This design comes from an exercise in tuning for small area on the open sky130 flow, not from production work.
At most, simulation tests tie the RTL to the original design; equivalence was not proved.

==> run Z <==
// neural_network
module neural_network (
    input  logic        clk,
    input  logic        reset,
    input  logic        changes,
    input  logic [7:0]  data_in,
    output logic [7:0]  network_outputs
);
Settings: LEC_CHECK=0, CAP_MARGIN=10, CORE_MARGIN=2, CORE_UTILIZATION=40, CTS_BUF_LIST=sky130_fd_sc_hd__clkbuf_8, CTS_CLUSTER_DIAMETER=60, CTS_CLUSTER_SIZE=16, SLEW_MARGIN=10, SYNTH_HIERARCHICAL=1; clock period 10.0 ns.
standard.sh (not shown) runs the stock make flow with config.mk's settings and CLKGATE_MAP_FILE= SYNTH_SCRIPT=/design/flow/synth_recipe.tcl, a recipe that flattens the netlist after the stock synthesis.
==> flow/flow/run.sh <==
#!/bin/bash
# Standard ORFS flow (the standard.sh) with two layout options:
#  - port buffers of the smallest buffer cell
#  - CTS without dummy loads
set -euo pipefail
bash standard.sh \
  "BUFFER_PORTS_ARGS=-buffer_cell sky130_fd_sc_hd__buf_1" \
  "CTS_ARGS=-sink_clustering_enable -repair_clock_nets -sink_clustering_size 16 -sink_clustering_max_diameter 60 -buf_list sky130_fd_sc_hd__clkbuf_8 -dont_use_dummy_load" \
  finish > standard.log 2>&1
==> run M (differences from run Z) <==
--- a/flow/config.mk
+++ b/flow/config.mk
@@ -5,11 +5,11 @@
 export SDC_FILE = /design/flow/constraint.sdc
 export NUM_CORES = 4
 export LEC_CHECK = 0
-export CAP_MARGIN = 10
+export CAP_MARGIN = 0
 export CORE_MARGIN = 2
 export CORE_UTILIZATION = 40
 export CTS_BUF_LIST = sky130_fd_sc_hd__clkbuf_8
 export CTS_CLUSTER_DIAMETER = 60
 export CTS_CLUSTER_SIZE = 16
-export SLEW_MARGIN = 10
+export SLEW_MARGIN = 0
 export SYNTH_HIERARCHICAL = 1
==> run C (differences from run Z) <==
--- a/flow/config.mk
+++ b/flow/config.mk
@@ -5,11 +5,11 @@
 export SDC_FILE = /design/flow/constraint.sdc
 export NUM_CORES = 4
 export LEC_CHECK = 0
-export CAP_MARGIN = 10
+export CAP_MARGIN = 20
 export CORE_MARGIN = 2
 export CORE_UTILIZATION = 40
 export CTS_BUF_LIST = sky130_fd_sc_hd__clkbuf_8
 export CTS_CLUSTER_DIAMETER = 60
 export CTS_CLUSTER_SIZE = 16
-export SLEW_MARGIN = 10
+export SLEW_MARGIN = 20
 export SYNTH_HIERARCHICAL = 1
==> qor summary <==
metric	run C	run Z	run M
Register share of the cell area	0.469	0.469	0.470
Run status	no timing/DRC/antenna violations	no timing/DRC/antenna violations	no timing/DRC/antenna violations
Number of gates on the worst path with buffers counted	20	19	19
Vias per cell	6.02	6.00	6.01
CP peak stage delay	0.60 ns	0.99 ns	1.10 ns
Met2 WL	18600 um	18600 um	18600 um
Non-Clock Buffer Area Fraction	0.0252	0.0248	0.0242
# nets final	1242	1241	1239
Fmax achieved	116 MHz	115 MHz	112 MHz
Count of buffers not belonging to the clock network in the layout	57	56	54
Buffers & Inverters on Critical Path	2	2	1
Pin slew with the least headroom to its limit	1.03 ns	1.27 ns	1.37 ns
Highest net fanout along the worst path	8	7	8
Final setup margin	1.41 ns	1.29 ns	1.03 ns
Iteration count of the initial detailed-routing pass	7	6	6
Iteration-0 DRC Markers	1145	1181	1227
Detailed Route WL	39800 um	39700 um	39800 um
Final Instance Count excl. Fillers	1509	1508	1506
Function was not checked in any run of this note: the RTL went through the layout flow alone.

* * *

==> willow: inputs <==
neural_network, a different RTL version from the one above (not shown whole).
Design neural_network, start of the top module:
module neural_network (
    input  logic        clk,
    input  logic        reset,
    input  logic        changes,
    input  logic [7:0]  data_in,
    output logic [7:0]  network_outputs
);
==> flow/config.mk <==
export PLATFORM = sky130hd
export DESIGN_NAME = neural_network
export DESIGN_NICKNAME = neural_network
export VERILOG_FILES = /design/flow/design.v
export SDC_FILE = /design/flow/constraint.sdc
export NUM_CORES = 4
export LEC_CHECK = 0
export CAP_MARGIN = 5
export CORE_MARGIN = 2
export CORE_UTILIZATION = 40
export PLACE_DENSITY = 0.7
export SLEW_MARGIN = 15
export SYNTH_HIERARCHICAL = 1
==> flow/constraint.sdc <==
create_clock -name core_clock -period 10.0 [get_ports {clk}]
set_input_delay 2.0000 -clock core_clock [delete_from_list [all_inputs] [get_ports {clk}]]
set_output_delay 2.0000 -clock core_clock [all_outputs]
set_load 0.01 [all_outputs]
==> flow/flow/run.sh <==
#!/bin/bash
# Standard ORFS flow (the standard.sh) with some layout options:
#  - timing-driven global placement keeps none of its resizer changes
#  - port buffers of the smallest buffer cell
#  - CTS without dummy loads
set -euo pipefail
bash standard.sh \
  GPL_KEEP_OVERFLOW=0 \
  "BUFFER_PORTS_ARGS=-buffer_cell sky130_fd_sc_hd__buf_1" \
  "CTS_ARGS=-sink_clustering_enable -repair_clock_nets -sink_clustering_size 10 -sink_clustering_max_diameter 40 -buf_list sky130_fd_sc_hd__clkbuf_4 -dont_use_dummy_load" \
  finish > standard.log 2>&1
==> inputs of cedar, as changes to willow <==
==> flow/flow/run.sh (replaced) <==
#!/bin/bash
# Standard ORFS flow (the standard.sh) with two layout options:
#  - port buffers of the smallest buffer cell
#  - CTS without dummy loads
set -euo pipefail
bash standard.sh \
  "BUFFER_PORTS_ARGS=-buffer_cell sky130_fd_sc_hd__buf_1" \
  "CTS_ARGS=-sink_clustering_enable -repair_clock_nets -sink_clustering_size 10 -sink_clustering_max_diameter 40 -buf_list sky130_fd_sc_hd__clkbuf_4 -dont_use_dummy_load" \
  finish > standard.log 2>&1
CAP_MARGIN = 20   (was 5)
CORE_UTILIZATION = 60   (was 40)
CTS_BUF_LIST = sky130_fd_sc_hd__clkbuf_8   (was unset)
CTS_CLUSTER_DIAMETER = 60   (was unset)
CTS_CLUSTER_SIZE = 16   (was unset)
PLACE_DENSITY = unset   (was 0.7)
SLEW_MARGIN = 20   (was 15)
==> qor summary <==
| quantity | cedar | willow |
|---|---|---|
| Final critical delay including setup and external delays | 8.77 ns | 9.22 ns |
| Wire length of the first global-routing pass | 55400 um | 53700 um |
| CTS buffer count | 35 | 31 |
| Biggest cell delay along the critical path | 0.53 ns | 0.88 ns |
| Outcome | finished clean | finished clean |
| # fillers | 1617 | 2967 |
| Clock slew at the register clock pins of the worst setup and hold paths | 0.10 ns | 0.11 ns |
| Met1 wire length | 13800 um | 14400 um |
| Initial core utilization | 61.2% | 40.8% |
| Worst-case reg-to-reg path depth | 22 | 21 |
| Sequential cell area share | 50.3% | 50.0% |
| DR WL met2 | 17900 um | 16600 um |

* * *

==> inputs of nickel <==
neural_network, a different RTL version from the one above (not shown whole).
// neural_network
module neural_network (
    input  logic        clk,
    input  logic        reset,
    input  logic        changes,
    input  logic [7:0]  data_in,
    output logic [7:0]  network_outputs
);
==> module neural_network, before the edit <==
module neural_network (
    input  logic        clk,
    input  logic        reset,
    input  logic        changes,
    input  logic [7:0]  data_in,
    output logic [7:0]  network_outputs
);
    nn_pkg::state_t state_reg;
    logic           changes_q_reg;
    logic [31:0]    xn_sr_reg;      
    logic [191:0]   p_sr_reg;
    logic [2:0]     x_cnt_reg;
    logic [4:0]     p_cnt_reg;
    logic           f3_q_reg;
    logic           f1_q_reg;
    logic [8:0]     h_q_reg;
    logic [3:0]     out_reg;
    logic chg_rise, in_p, in_c, shift_x, shift_p;
    assign chg_rise = changes & ~changes_q_reg;
    assign in_p     = (state_reg == nn_pkg::LOAD_P);
    assign in_c     = (state_reg == nn_pkg::COMPUTE);
    assign shift_x  = (state_reg == nn_pkg::LOAD_X) & ~changes;
    assign shift_p  = in_p & ~changes;
    function automatic logic gt_const(input logic [4:0] c, input int k);
        gt_const = 1'b0;
        for (int b = 0; b < 5; b++)
            gt_const = ((k >> b) & 1) ? (c[b] & gt_const) : (c[b] | gt_const);
    endfunction
    logic [23:0] p_ok;
    logic [3:0]  x_ok;
    generate
        for (genvar k = 0; k < 24; k++) begin : g_pok
            assign p_ok[k] = gt_const(p_cnt_reg, k);
        end
        for (genvar k = 0; k < 4; k++) begin : g_xok
            assign x_ok[k] = gt_const({2'b00, x_cnt_reg}, k);
        end
    endgenerate
    function automatic logic [7:0] lane(input int k);
        lane = p_sr_reg[k*8 +: 8];
    endfunction
    logic sa, sb, sc;
    assign sa = in_p & ~changes;
    assign sb = in_p &  changes;
    assign sc = in_c;
    logic [31:0] f_wn;
    logic [7:0]  f_b, f_th;
    logic        f_fire;
    generate
        for (genvar i = 0; i < 4; i++) begin : g_fw
            logic ma, mb, mc;
            assign ma = sa & x_ok[i] & p_ok[17+i];
            assign mb = sb & x_ok[i] & p_ok[6+i];
            assign mc = sc & x_ok[i] & p_ok[12+i];
            assign f_wn[i*8 +: 8] = ~((lane(17+i) & {8{ma}}) | (lane(6+i) & {8{mb}})
                                    | (lane(12+i) & {8{mc}}));
        end
    endgenerate
    assign f_b  = (lane(21) & {8{sa & p_ok[21]}}) | (lane(10) & {8{sb & p_ok[10]}})
                | (lane(16) & {8{sc & p_ok[16]}});
    assign f_th = (lane(22) & {8{sa & p_ok[22]}}) | (lane(11) & {8{sb & p_ok[11]}})
                | (lane(17) & {8{sc & p_ok[17]}});
    nn_neuron u_f (
        .xn_flat (xn_sr_reg),
        .wn_flat (f_wn),
        .b       (f_b),
        .thn     (~f_th),
        .fire   (f_fire)
    );
    logic [15:0] h_xn, h_wn;
    logic [7:0]  h_e1, h_e2, h_s;
    logic        h_ge;
    generate
        for (genvar i = 0; i < 2; i++) begin : g_hw
            logic m0, m1;
            assign m0 = ~in_c & x_ok[i]   & p_ok[i];
            assign m1 =  in_c & x_ok[i+2] & p_ok[i+2];
            assign h_wn[i*8 +: 8] = ~((lane(i) & {8{m0}}) | (lane(i+2) & {8{m1}}));
            assign h_xn[i*8 +: 8] = in_c ? xn_sr_reg[(i+2)*8 +: 8] : xn_sr_reg[i*8 +: 8];
        end
    endgenerate
    assign h_e1 = in_c ? h_q_reg[7:0] : (lane(4) & {8{p_ok[4]}});
    assign h_e2 = in_c ? 8'h00 : ~(lane(5) & {8{p_ok[5]}});
    nn_half u_h (
        .xn_flat (h_xn),
        .wn_flat (h_wn),
        .e1     (h_e1),
        .e2     (h_e2),
        .s      (h_s),
        .ge     (h_ge)
    );
    assign network_outputs = {4'b0000, out_reg};
    always_ff @(posedge clk) begin
        if (shift_x)
            xn_sr_reg <= {xn_sr_reg[23:0], ~data_in};
        if (shift_p)
            p_sr_reg <= {p_sr_reg[183:0], data_in};
        f1_q_reg <= f_fire;
        f3_q_reg <= f1_q_reg;
        h_q_reg  <= {h_ge, h_s};
    end
    always_ff @(posedge clk or posedge reset) begin
        if (reset) begin
            state_reg     <= nn_pkg::LOAD_X;
            changes_q_reg <= 1'b0;
            x_cnt_reg     <= '0;
            p_cnt_reg     <= '0;
            out_reg       <= '0;
        end else begin
            changes_q_reg <= changes;
            if (shift_x && x_cnt_reg != 3'd4)
                x_cnt_reg <= x_cnt_reg + 3'd1;
            if (shift_p && p_cnt_reg != 5'd24)
                p_cnt_reg <= p_cnt_reg + 5'd1;
            case (state_reg)
                nn_pkg::LOAD_X:  if (chg_rise) state_reg <= nn_pkg::LOAD_P;
                nn_pkg::LOAD_P:  if (chg_rise) state_reg <= nn_pkg::COMPUTE;
                nn_pkg::COMPUTE: begin
                    out_reg   <= {f3_q_reg, f_fire, f1_q_reg, h_q_reg[8] | h_ge};
                    state_reg <= nn_pkg::DONE;
                end
                default:         if (chg_rise) state_reg <= nn_pkg::LOAD_X;
            endcase
        end
    end
endmodule
Settings: LEC_CHECK=0, CAP_MARGIN=10, CORE_MARGIN=2, CORE_UTILIZATION=40, PLACE_DENSITY=0.7, SLEW_MARGIN=10, SYNTH_HIERARCHICAL=1; clock period 10.0 ns.
==> flow/flow/run.sh <==
#!/bin/bash
# Standard ORFS flow (the standard.sh) with some layout options:
#  - timing-driven global placement keeps none of its resizer changes
#  - port buffers of the smallest buffer cell
#  - CTS without dummy loads
set -euo pipefail
bash standard.sh \
  GPL_KEEP_OVERFLOW=0 \
  "BUFFER_PORTS_ARGS=-buffer_cell sky130_fd_sc_hd__buf_1" \
  "CTS_ARGS=-sink_clustering_enable -repair_clock_nets -sink_clustering_size 10 -sink_clustering_max_diameter 40 -buf_list sky130_fd_sc_hd__clkbuf_4 -dont_use_dummy_load" \
  finish > standard.log 2>&1
==> onyx (differences from nickel) <==
--- a/flow/design.v
+++ b/flow/design.v
@@ -525,10 +525,11 @@
     always_ff @(posedge clk) begin
         if (shift_x)
             xn_sr_reg <= {xn_sr_reg[23:0], ~data_in};
-        if (shift_p)
+        if (shift_p) begin
             p_sr_reg <= {p_sr_reg[183:0], data_in};
+            f3_q_reg <= f_fire;
+        end
         f1_q_reg <= f_fire;
-        f3_q_reg <= f1_q_reg;
         h_q_reg  <= {h_ge, h_s};
     end
     always_ff @(posedge clk or posedge reset) begin
--- a/flow/config.mk
+++ b/flow/config.mk
@@ -5,9 +5,9 @@
 export SDC_FILE = /design/flow/constraint.sdc
 export NUM_CORES = 4
 export LEC_CHECK = 0
-export CAP_MARGIN = 10
+export CAP_MARGIN = 0
 export CORE_MARGIN = 2
 export CORE_UTILIZATION = 40
 export PLACE_DENSITY = 0.7
-export SLEW_MARGIN = 10
+export SLEW_MARGIN = 0
 export SYNTH_HIERARCHICAL = 1
==> comparison table <==
quantity	onyx	nickel
Status	complete, but fails checks	no timing/DRC/antenna violations
Violated checks	max-slew violations	-
Setup Slack @ Placement	0.06204 ns	0.2226 ns
Maximum achievable frequency	0.1073 GHz	0.1086 GHz
Hold worst-path end	p_sr_reg[61]	p_sr_reg[159]
Fillcell total	2960	2996
Worst min-delay path startpoint	p_sr_reg[53]	p_sr_reg[151]
P&R area growth vs syn	5.359%	6.020%
Overall Global Routing Usage	0.2033	0.2002
Share of final-layout standard cells stronger than drive strength 1	0.09205	0.1005
Initial Util	0.4084	0.4081
Setup Skew	0.1318 ns	0.1339 ns
Detailed-routed wire length on met3	3238 um	3726 um
Number of DRC markers in iteration 0	1240	1175
Total placed cells including tap cells	1368	1373
Final wirelength	35160 um	34980 um
Normalized max-slew margin	-0.02746	0.1014
Detailed route wirelength on metal2	16650 um	16290 um
Fraction of synthesized cell area taken by the top area cell type	0.4880	0.4861
Met3 global-route usage	0.03592	0.04363
Via density per instance	6.086	6.151
Summed area of non-filler cells in the final layout	14070 um^2	14150 um^2
Number of pins exceeding their max-slew limit in the final report	7	0

[what the ideal ports hide]
Ports are ideal in the flow. The routed layouts listed here were re-timed in OpenROAD.
Step 1 (the two cells are an assumption about what drives the block):
set clk [get_ports {clk}]
set_driving_cell -lib_cell sky130_fd_sc_hd__clkbuf_16 $clk
set_driving_cell -lib_cell sky130_fd_sc_hd__buf_2 [delete_from_list [all_inputs] $clk]
Step 2 also shifts input and output timing later by t, the mid clock arrival at the registers, as if the neighbouring blocks saw the same clock.
Three values: ideal ports, drivers, drivers and shift; two values: the first two.
| run | shift t [ns] | setup slack, ns | pins driven straight from the clock port |
|---|---|---|---|
| run Z | 0.579 | 1.287 / 1.311 / 0.733 | 1 |
| run M | 0.575 | 1.032 / 1.055 / 0.480 | 1 |
| run C | 0.577 | 1.407 / 1.433 / 0.856 | 1 |
| willow | 0.703 | 0.782 / 0.807 / 0.105 | 1 |
| cedar | 0.627 | 1.227 / 1.248 / 0.621 | 1 |
| nickel | 0.689 | 0.792 / 0.811 / 0.122 | 1 |
| onyx | 0.700 | 0.683 / 0.710 / 0.010 | 1 |
The setup slack of willow, which loses most, moves by +0.025 ns with the drivers and by -0.677 ns with both steps.
